This design comes from an exercise in tuning for small area on the open sky130 flow, not from production work.
Function was checked by simulation only, so behaviour that the tests miss may differ from the original.

==> module l1_dcache_ctrl, before the edit <==
module l1_dcache_ctrl #(
  parameter int ADDR_WIDTH = 32,
  parameter int DATA_WIDTH = 32,
  parameter int LINE_WORDS = 4,
  parameter int NUM_LINES  = 16
) (
  input  logic                             clk,
  input  logic                             rst,
  input  logic                             cpu_req,
  input  logic                             cpu_we,
  input  logic [ADDR_WIDTH-1:0]            cpu_addr,
  input  logic [DATA_WIDTH-1:0]            cpu_wdata,
  input  logic [DATA_WIDTH/8-1:0]          cpu_wstrb,
  output logic [DATA_WIDTH-1:0]            cpu_rdata,
  output logic                             mem_stall,
  output logic                             mem_req,
  output logic                             mem_we,
  output logic [ADDR_WIDTH-1:0]            mem_addr,
  output logic [DATA_WIDTH*LINE_WORDS-1:0] mem_wdata,
  input  logic [DATA_WIDTH*LINE_WORDS-1:0] mem_rdata,
  input  logic                             mem_ack
);
  localparam int NB     = DATA_WIDTH / 8;
  localparam int BOFF_W = $clog2(NB);
  localparam int OFF_W  = $clog2(LINE_WORDS);
  localparam int IDX_W  = $clog2(NUM_LINES);
  localparam int LO_W   = BOFF_W + OFF_W;
  localparam int TAG_W  = ADDR_WIDTH - LO_W - IDX_W;
  localparam int LINE_W = DATA_WIDTH * LINE_WORDS;
  logic busy;
  logic wb;
  logic [NUM_LINES-1:0] valid;
  logic [NUM_LINES-1:0] dirty;
  logic [TAG_W-1:0]     tag_arr  [NUM_LINES];
  logic [LINE_W-1:0]    data_arr [NUM_LINES];
  logic [OFF_W-1:0]  word_sel;
  logic [IDX_W-1:0]  idx;
  logic [TAG_W-1:0]  addr_tag;
  logic [TAG_W-1:0]  cur_tag;
  logic [LINE_W-1:0] cur_line;
  logic [LINE_W-1:0] wr_data;
  logic              hit;
  logic              fill;
  logic              store;
  logic              to_alloc;
  assign word_sel = cpu_addr[BOFF_W +: OFF_W];
  assign idx      = cpu_addr[LO_W +: IDX_W];
  assign addr_tag = cpu_addr[ADDR_WIDTH-1 -: TAG_W];
  logic [NUM_LINES-1:0] sel;
  always_comb begin
    sel      = '0;
    sel[idx] = 1'b1;
  end
  for (genvar i = 0; i < LINE_W; i++) begin : g_rd
    logic [NUM_LINES-1:0] col;
    for (genvar l = 0; l < NUM_LINES; l++) begin : g_col
      assign col[l] = data_arr[l][i];
    end
    dc_sel16 u_sel (.d(col), .s(sel), .y(cur_line[i]));
  end
  for (genvar i = 0; i < TAG_W; i++) begin : g_tg
    logic [NUM_LINES-1:0] col;
    for (genvar l = 0; l < NUM_LINES; l++) begin : g_col
      assign col[l] = tag_arr[l][i];
    end
    dc_sel16 u_sel (.d(col), .s(sel), .y(cur_tag[i]));
  end
  assign hit      = cpu_req & valid[idx] & (cur_tag == addr_tag);
  logic [LINE_WORDS-1:0] wsel;
  always_comb begin
    wsel           = '0;
    wsel[word_sel] = 1'b1;
  end
  for (genvar i = 0; i < DATA_WIDTH; i++) begin : g_wd
    logic [LINE_WORDS-1:0] col;
    for (genvar w = 0; w < LINE_WORDS; w++) begin : g_col
      assign col[w] = cur_line[w*DATA_WIDTH + i];
    end
    dc_sel4 u_sel (.d(col), .s(wsel), .y(cpu_rdata[i]));
  end
  assign mem_stall = ~rst & (busy | (cpu_req & ~hit));
  assign mem_req   = busy;
  assign mem_we    = wb;
  assign mem_addr  = {cur_tag, idx, {LO_W{1'b0}}};
  assign mem_wdata = cur_line;
  assign fill    = busy & ~wb & mem_ack;
  assign to_alloc = busy ? (wb & mem_ack) : (cpu_req & ~hit & ~dirty[idx]);
  assign store   = ~busy & hit & cpu_we;
  assign wr_data = busy ? mem_rdata : {LINE_WORDS{cpu_wdata}};
  logic [LINE_WORDS*NB-1:0]            ben;
  logic [LINE_WORDS*NB-1:0]            ben_n;
  logic                                ten_n;
  logic [NUM_LINES-1:0]                tag_we;
  logic [NUM_LINES-1:0]                tag_we_n;
  logic [NUM_LINES*LINE_WORDS*NB-1:0]  data_we;
  logic [NUM_LINES*LINE_WORDS*NB-1:0]  data_we_n;
  always_comb begin
    for (int w = 0; w < LINE_WORDS; w++)
      for (int b = 0; b < NB; b++)
        ben[w*NB+b] = fill | (store & wsel[w] & cpu_wstrb[b]);
  end
  assign ben_n = ~ben;
  assign ten_n = ~to_alloc;
  for (genvar l = 0; l < NUM_LINES; l++) begin : g_we
    dc_nor2  u_t  (.a(~sel[l]), .b(ten_n), .y(tag_we[l]));
    dc_nand2 u_tn (.d(sel[l]), .s(to_alloc), .y(tag_we_n[l]));
    for (genvar j = 0; j < LINE_WORDS*NB; j++) begin : g_b
      dc_nor2  u_d  (.a(~sel[l]), .b(ben_n[j]), .y(data_we[l*LINE_WORDS*NB+j]));
      dc_nand2 u_dn (.d(sel[l]), .s(ben[j]), .y(data_we_n[l*LINE_WORDS*NB+j]));
    end
  end
  logic [TAG_W-1:0]  tag_nx  [NUM_LINES];
  logic [LINE_W-1:0] data_nx [NUM_LINES];
  for (genvar l = 0; l < NUM_LINES; l++) begin : g_nx
    for (genvar i = 0; i < TAG_W; i++) begin : g_t
      dc_hold u_h (.en(tag_we[l]), .en_n(tag_we_n[l]), .d(addr_tag[i]),
                   .q(tag_arr[l][i]), .y(tag_nx[l][i]));
    end
    for (genvar i = 0; i < LINE_W; i++) begin : g_d
      dc_hold u_h (.en(data_we[l*LINE_WORDS*NB+i/8]), .en_n(data_we_n[l*LINE_WORDS*NB+i/8]),
                   .d(wr_data[i]), .q(data_arr[l][i]), .y(data_nx[l][i]));
    end
  end
  always_ff @(posedge clk) begin
    for (int l = 0; l < NUM_LINES; l++) begin
      tag_arr[l]  <= tag_nx[l];
      data_arr[l] <= data_nx[l];
    end
  end
  always_ff @(posedge clk or posedge rst) begin
    if (rst) begin
      busy  <= 1'b0;
      wb    <= 1'b0;
      valid <= '0;
      dirty <= '0;
    end else begin
      if (busy) begin
        if (mem_ack) begin
          wb <= 1'b0;
          if (!wb) busy <= 1'b0;
        end
      end else begin
        wb <= dirty[idx];
        if (cpu_req && !hit) busy <= 1'b1;
      end
      if (fill) begin
        valid[idx] <= 1'b1;
        dirty[idx] <= 1'b0;
      end else if (store) begin
        dirty[idx] <= 1'b1;
      end
    end
  end
endmodule
export LEC_CHECK = 0
export CAP_MARGIN = 5
export CORE_MARGIN = 2
export CORE_UTILIZATION = 55
export SLEW_MARGIN = 5
export SYNTH_HIERARCHICAL = 1
create_clock -name core_clock -period 10.0 [get_ports {clk}]
standard.sh (not shown) runs the stock make flow with config.mk's settings and CLKGATE_MAP_FILE= SYNTH_SCRIPT=/design/flow/synth_recipe.tcl, a recipe that flattens the netlist after the stock synthesis.
==> flow/flow/run.sh <==
#!/bin/bash
set -euo pipefail
export BUFFER_PORTS_ARGS="-buffer_cell sky130_fd_sc_hd__buf_1"
export CTS_ARGS="-sink_clustering_enable -repair_clock_nets -dont_use_dummy_load -buf_list {sky130_fd_sc_hd__buf_6 sky130_fd_sc_hd__buf_8} -root_buf sky130_fd_sc_hd__buf_8 -sink_clustering_buffer sky130_fd_sc_hd__buf_6 -sink_buffer_max_cap_derate 0.04 -sink_clustering_size 16 -sink_clustering_max_diameter 60"
bash standard.sh > standard_flow.log 2>&1
==> next run, changes <==
--- a/flow/design.v
+++ b/flow/design.v
@@ -131,11 +131,15 @@
     for (genvar l = 0; l < NUM_LINES; l++) begin : g_col
       assign col[l] = tag_arr[l][i];
     end
     dc_sel16 u_sel (.d(col), .s(sel), .y(cur_tag[i]));
   end
-  assign hit      = cpu_req & valid[idx] & (cur_tag == addr_tag);
+  logic cur_valid;
+  logic cur_dirty;
+  dc_sel16 u_valid (.d(valid), .s(sel), .y(cur_valid));
+  dc_sel16 u_dirty (.d(dirty), .s(sel), .y(cur_dirty));
+  assign hit      = cpu_req & cur_valid & (cur_tag == addr_tag);
   logic [LINE_WORDS-1:0] wsel;
   always_comb begin
     wsel           = '0;
     wsel[word_sel] = 1'b1;
   end
@@ -150,11 +154,11 @@
   assign mem_req   = busy;
   assign mem_we    = wb;
   assign mem_addr  = {cur_tag, idx, {LO_W{1'b0}}};
   assign mem_wdata = cur_line;
   assign fill    = busy & ~wb & mem_ack;
-  assign to_alloc = busy ? (wb & mem_ack) : (cpu_req & ~hit & ~dirty[idx]);
+  assign to_alloc = busy ? (wb & mem_ack) : (cpu_req & ~hit & ~cur_dirty);
   assign store   = ~busy & hit & cpu_we;
   assign wr_data = busy ? mem_rdata : {LINE_WORDS{cpu_wdata}};
   logic [LINE_WORDS*NB-1:0]            ben;
   logic [LINE_WORDS*NB-1:0]            ben_n;
   logic                                ten_n;
@@ -206,11 +210,11 @@
         if (mem_ack) begin
           wb <= 1'b0;
           if (!wb) busy <= 1'b0;
         end
       end else begin
-        wb <= dirty[idx];
+        wb <= cur_dirty;
         if (cpu_req && !hit) busy <= 1'b1;
       end
       if (fill) begin
         valid[idx] <= 1'b1;
         dirty[idx] <= 1'b0;
Result: The new run finished with timing, DRC and antenna clean; critical path depth rises by 1; wire length hardly moves; synthesized area falls slightly; count of clock-buffer cells in the layout rises by 1; sequential share of layout area rises by 0.22 points; via count hardly moves.

afterwards: timing with drivers on the ports:
The results above use ideal ports. As a check the final layouts listed here were re-extracted and re-timed, cells and wires unchanged. Step 1 assumes that a clkbuf_16 drives the clock port and a buf_2 every other input. Step 2 times the ports against the registers' clock, not the clock port: input delays grow and output delays shrink by t, the midpoint of the rising clock arrivals with the driver on. a / b / c = no drivers / after step 1 / after step 2; a / b = the first two.
| run | shift t [ns] | setup slack, ns | worst hold slack (ns) | worst slew at a driven data input, ns | pins driven straight from the clock port |
|---|---|---|---|---|---|
| the first run | 0.909 | 0.994 / 0.970 / 0.582 | 0.467 / 0.467 / 0.467 | 0.22 | 1 |
| the second run | 0.898 | 0.772 / 0.747 / 0.747 | 0.475 / 0.475 / 0.475 | 0.27 | 1 |
After both steps setup and hold are still met in every run listed. For the first run, which loses most, drivers alone change the setup slack by -0.024 ns; drivers and shift together by -0.412 ns.
